Source: an optimization exercise on an open RTL-to-GDS flow (aim: small area). Production flows keep margins and buffers that such runs may drop.
In this exercise RTL edits were held to simulation tests only and were not proved equivalent to the original.
No activity file was given, so power comes from the tool's default toggle rates.

==> job 6870: inputs <==
// commit_checker
module commit_checker (
  input  wire        clk,
  input  wire        rst_n,
  input  wire        commit_valid_i,
  input  wire [31:0] commit_pc_i,
  input  wire [31:0] commit_inst_i,
  input  wire        commit_we_i,
  input  wire [4:0]  commit_rd_i,
  input  wire [31:0] commit_value_i,
  input  wire [31:0] commit_load_word_i,
  input  wire        err_ack_i,
  output wire        err_req_o,
  output wire [1:0]  err_kind_o,
  output wire [31:0] err_pc_o,
  output wire [15:0] err_index_o,
  output wire        err_lost_o,
  output wire [15:0] stats_retired_o,
  output wire [15:0] stats_checked_o
);
  rvc_pkg::commit_t  commit;
  rvc_pkg::err_rec_t err;
  rvc_pkg::stats_t   stats;
  assign commit.valid     = commit_valid_i;
  assign commit.pc        = commit_pc_i;
  assign commit.inst      = commit_inst_i;
  assign commit.we        = commit_we_i;
  assign commit.rd        = commit_rd_i;
  assign commit.value     = commit_value_i;
  assign commit.load_word = commit_load_word_i;
  commit_checker_top u_top (
    .clk       (clk),
    .rst_n     (rst_n),
    .commit_i  (commit),
    .err_ack_i (err_ack_i),
    .err_req_o (err_req_o),
    .err_o     (err),
    .stats_o   (stats)
  );
  assign err_kind_o      = err.kind;
  assign err_pc_o        = err.pc;
  assign err_index_o     = err.index;
  assign err_lost_o      = err.lost;
  assign stats_retired_o = stats.retired;
  assign stats_checked_o = stats.checked;
endmodule
==> flow/config.mk <==
export PLATFORM = sky130hd
export DESIGN_NAME = commit_checker
export DESIGN_NICKNAME = commit_checker
export VERILOG_FILES = /design/flow/design.v
export SDC_FILE = /design/flow/constraint.sdc
export NUM_CORES = 4
export LEC_CHECK = 0
export CAP_MARGIN = 20
export CELL_PAD_IN_SITES_DETAIL_PLACEMENT = 0
export CELL_PAD_IN_SITES_GLOBAL_PLACEMENT = 1
export CORE_MARGIN = 2
export CORE_UTILIZATION = 55
export SLEW_MARGIN = 20
export SYNTH_HIERARCHICAL = 1
==> flow/constraint.sdc <==
create_clock -name core_clock -period 12.0 [get_ports {clk}]
set_input_delay 2.4000 -clock core_clock [delete_from_list [all_inputs] [get_ports {clk}]]
set_output_delay 2.4000 -clock core_clock [all_outputs]
set_load 0.01 [all_outputs]
standard.sh (not shown) runs the stock make flow with config.mk's settings and CLKGATE_MAP_FILE= SYNTH_SCRIPT=/design/flow/synth_recipe.tcl, a recipe that flattens the netlist after the stock synthesis.
==> flow/flow/run.sh <==
#!/bin/bash
set -euo pipefail
bash standard.sh \
  BUFFER_PORTS_ARGS="-buffer_cell sky130_fd_sc_hd__buf_1" \
  CTS_ARGS="-sink_clustering_enable -repair_clock_nets -dont_use_dummy_load -sink_clustering_size 25 -sink_clustering_max_diameter 90" \
  finish > flow_make.log 2>&1
==> inputs of job 9590, as changes to job 6870 <==
==> flow/flow/run.sh (replaced) <==
#!/bin/bash
set -euo pipefail
bash standard.sh \
  BUFFER_PORTS_ARGS="-buffer_cell sky130_fd_sc_hd__buf_1" \
  CTS_ARGS="-sink_clustering_enable -repair_clock_nets -dont_use_dummy_load -sink_clustering_size 20 -sink_clustering_max_diameter 50" \
  finish > flow_make.log 2>&1
--- a/flow/config.mk
+++ b/flow/config.mk
@@ -8,6 +8,6 @@
 export CAP_MARGIN = 20
-export CELL_PAD_IN_SITES_DETAIL_PLACEMENT = 0
-export CELL_PAD_IN_SITES_GLOBAL_PLACEMENT = 1
+export CELL_PAD_IN_SITES_DETAIL_PLACEMENT = 1
+export CELL_PAD_IN_SITES_GLOBAL_PLACEMENT = 2
 export CORE_MARGIN = 2
-export CORE_UTILIZATION = 55
+export CORE_UTILIZATION = 35
 export SLEW_MARGIN = 20
==> reports/qor.csv <==
stage,metric,value,unit
routing,DRT iter0 DRCs,8118,
power_and_ir_drop,P_clk,3.45,mW
power_and_ir_drop,Clk pwr share,39.4,%
grt,GR met2 Demand/Resource,46.2,%
placed_design,Post-DP HPWL,126000,um
critical_path,R2R cell count,15,
routing,per-cell routed wire length,42.1,um
status,status,"complete, no violations",
clock_tree,"Reg clk slew, reported paths",50,ps
grt,vias in the first global route,37600,
-- figures above: job 9590

==> reports/qor.csv <==
stage,metric,value,unit
clock_tree,"Reg clk slew, reported paths",90,ps
critical_path,R2R cell count,16,
status,status,"complete, no violations",
grt,vias in the first global route,35000,
power_and_ir_drop,Clk pwr share,27.3,%
routing,DRT iter0 DRCs,10200,
routing,per-cell routed wire length,42.2,um
critical_path,crit path buf inv count,2,
placed_design,Post-DP HPWL,107000,um
critical_path,Critical Path End Type,register,
power_and_ir_drop,P_clk,1.98,mW
grt,GR met2 Demand/Resource,58.8,%
-- figures above: job 6870


==> inputs of try-indigo <==
Starting RTL as in the previous note.
==> flow/design.v (excerpt) <==
module commit_checker (
  input  wire        clk,
  input  wire        rst_n,
  input  wire        commit_valid_i,
  input  wire [31:0] commit_pc_i,
  input  wire [31:0] commit_inst_i,
  input  wire        commit_we_i,
  input  wire [4:0]  commit_rd_i,
  input  wire [31:0] commit_value_i,
  input  wire [31:0] commit_load_word_i,
  input  wire        err_ack_i,
  output wire        err_req_o,
  output wire [1:0]  err_kind_o,
  output wire [31:0] err_pc_o,
  output wire [15:0] err_index_o,
  output wire        err_lost_o,
  output wire [15:0] stats_retired_o,
  output wire [15:0] stats_checked_o
);
clock: 12.0 ns
lec_check: 0
cap_margin: 20
cell_pad_in_sites_detail_placement: 0
cell_pad_in_sites_global_placement: 0
core_margin: 2
core_utilization: 65
slew_margin: 20
synth_hierarchical: 1
==> flow/flow/run.sh <==
#!/bin/bash
set -euo pipefail
bash standard.sh \
  BUFFER_PORTS_ARGS="-buffer_cell sky130_fd_sc_hd__buf_1" \
  CTS_ARGS="-sink_clustering_enable -repair_clock_nets -dont_use_dummy_load -sink_clustering_size 28 -sink_clustering_max_diameter 70" \
  finish > flow_make.log 2>&1
==> inputs of try-onyx, as changes to try-indigo <==
==> flow/flow/run.sh (replaced) <==
#!/bin/bash
set -euo pipefail
bash standard.sh \
  BUFFER_PORTS_ARGS="-buffer_cell sky130_fd_sc_hd__buf_1" \
  CTS_ARGS="-sink_clustering_enable -repair_clock_nets -dont_use_dummy_load -sink_clustering_size 28 -sink_clustering_max_diameter 90" \
  finish > flow_make.log 2>&1
--- a/flow/config.mk
+++ b/flow/config.mk
@@ -9,5 +9,5 @@
 export CELL_PAD_IN_SITES_DETAIL_PLACEMENT = 0
-export CELL_PAD_IN_SITES_GLOBAL_PLACEMENT = 0
+export CELL_PAD_IN_SITES_GLOBAL_PLACEMENT = 1
 export CORE_MARGIN = 2
-export CORE_UTILIZATION = 65
+export CORE_UTILIZATION = 55
 export SLEW_MARGIN = 20
==> comparison table <==
Non-filler cells in the finished layout: try-onyx 4413; try-indigo 4223
Clock Power Share: try-onyx 0.266; try-indigo 0.275
Non-clock buffering overhead: try-onyx 0.0354; try-indigo 0.0355
Source-to-sink clock delay at the later pin of the worst-skew pair: try-onyx 680 ps; try-indigo 710 ps
Fraction of standard cell area that is sequential: try-onyx 0.635; try-indigo 0.637
Met3 GRT Util: try-onyx 0.120; try-indigo 0.181
Tightest hold margin: try-onyx 473 ps; try-indigo 467 ps
Average wire per cell in the routed design: try-onyx 42.2 µm; try-indigo 42.7 µm
Cell area reported after detailed placement: try-onyx 51700 µm²; try-indigo 51500 µm²
Origin of the critical flop-to-flop path: try-onyx u_top.u_regfile.written_q[22]; try-indigo u_top.u_regfile.written_q[19]
Final min period: try-onyx 10480 ps; try-indigo 10400 ps
Cell internal pwr: try-onyx 5.42 mW; try-indigo 5.49 mW
Outcome: try-onyx timing/DRC/antenna clean; try-indigo timing/DRC/antenna clean
Initial core utilization: try-onyx 0.553; try-indigo 0.656
Combinational group share of total power: try-onyx 0.105; try-indigo 0.103
Post-Place Setup Slack: try-onyx 980 ps; try-indigo 1010 ps
Headroom to the max-slew limit: try-onyx 0.202; try-indigo 0.209
Core footprint: try-onyx 88100 µm²; try-indigo 74300 µm²
Multi-input combinational area share: try-onyx 0.273; try-indigo 0.274
Die Footprint: try-onyx 91000 µm²; try-indigo 77200 µm²
Worst Min Path Start: try-onyx u_top.u_counter.checked_q[15]; try-indigo u_top.u_report.lost_q

what the ideal ports hide:
In the flow no input, the clock included, has a driving cell. The finished layouts below were timed again as built, in two steps.
Step 1 (the two cells are an assumption about what drives the block):
set clk [get_ports {clk}]
set_driving_cell -lib_cell sky130_fd_sc_hd__clkbuf_16 $clk
set_driving_cell -lib_cell sky130_fd_sc_hd__buf_2 [delete_from_list [all_inputs] $clk]
Step 2 also shifts input and output timing later by t, the mid clock arrival at the registers, as if the neighbouring blocks saw the same clock.
Slacks: ideal / step 1 / step 2; pairs: ideal / step 1.
run	t, ns	setup WS [ns]	worst slew at a driven data input, ns	cell pins on the clock port's net
job 6870	0.703	1.549 / 1.594 / 0.891	0.06	1
job 9590	0.852	1.827 / 1.872 / 1.021	0.08	1
try-indigo	0.730	1.597 / 1.646 / 0.916	0.05	1
try-onyx	0.703	1.523 / 1.568 / 0.865	0.06	1
After both steps every run listed still meets setup and hold. For job 9590, which loses most, drivers alone change the setup slack by +0.045 ns; drivers and shift together by -0.806 ns.
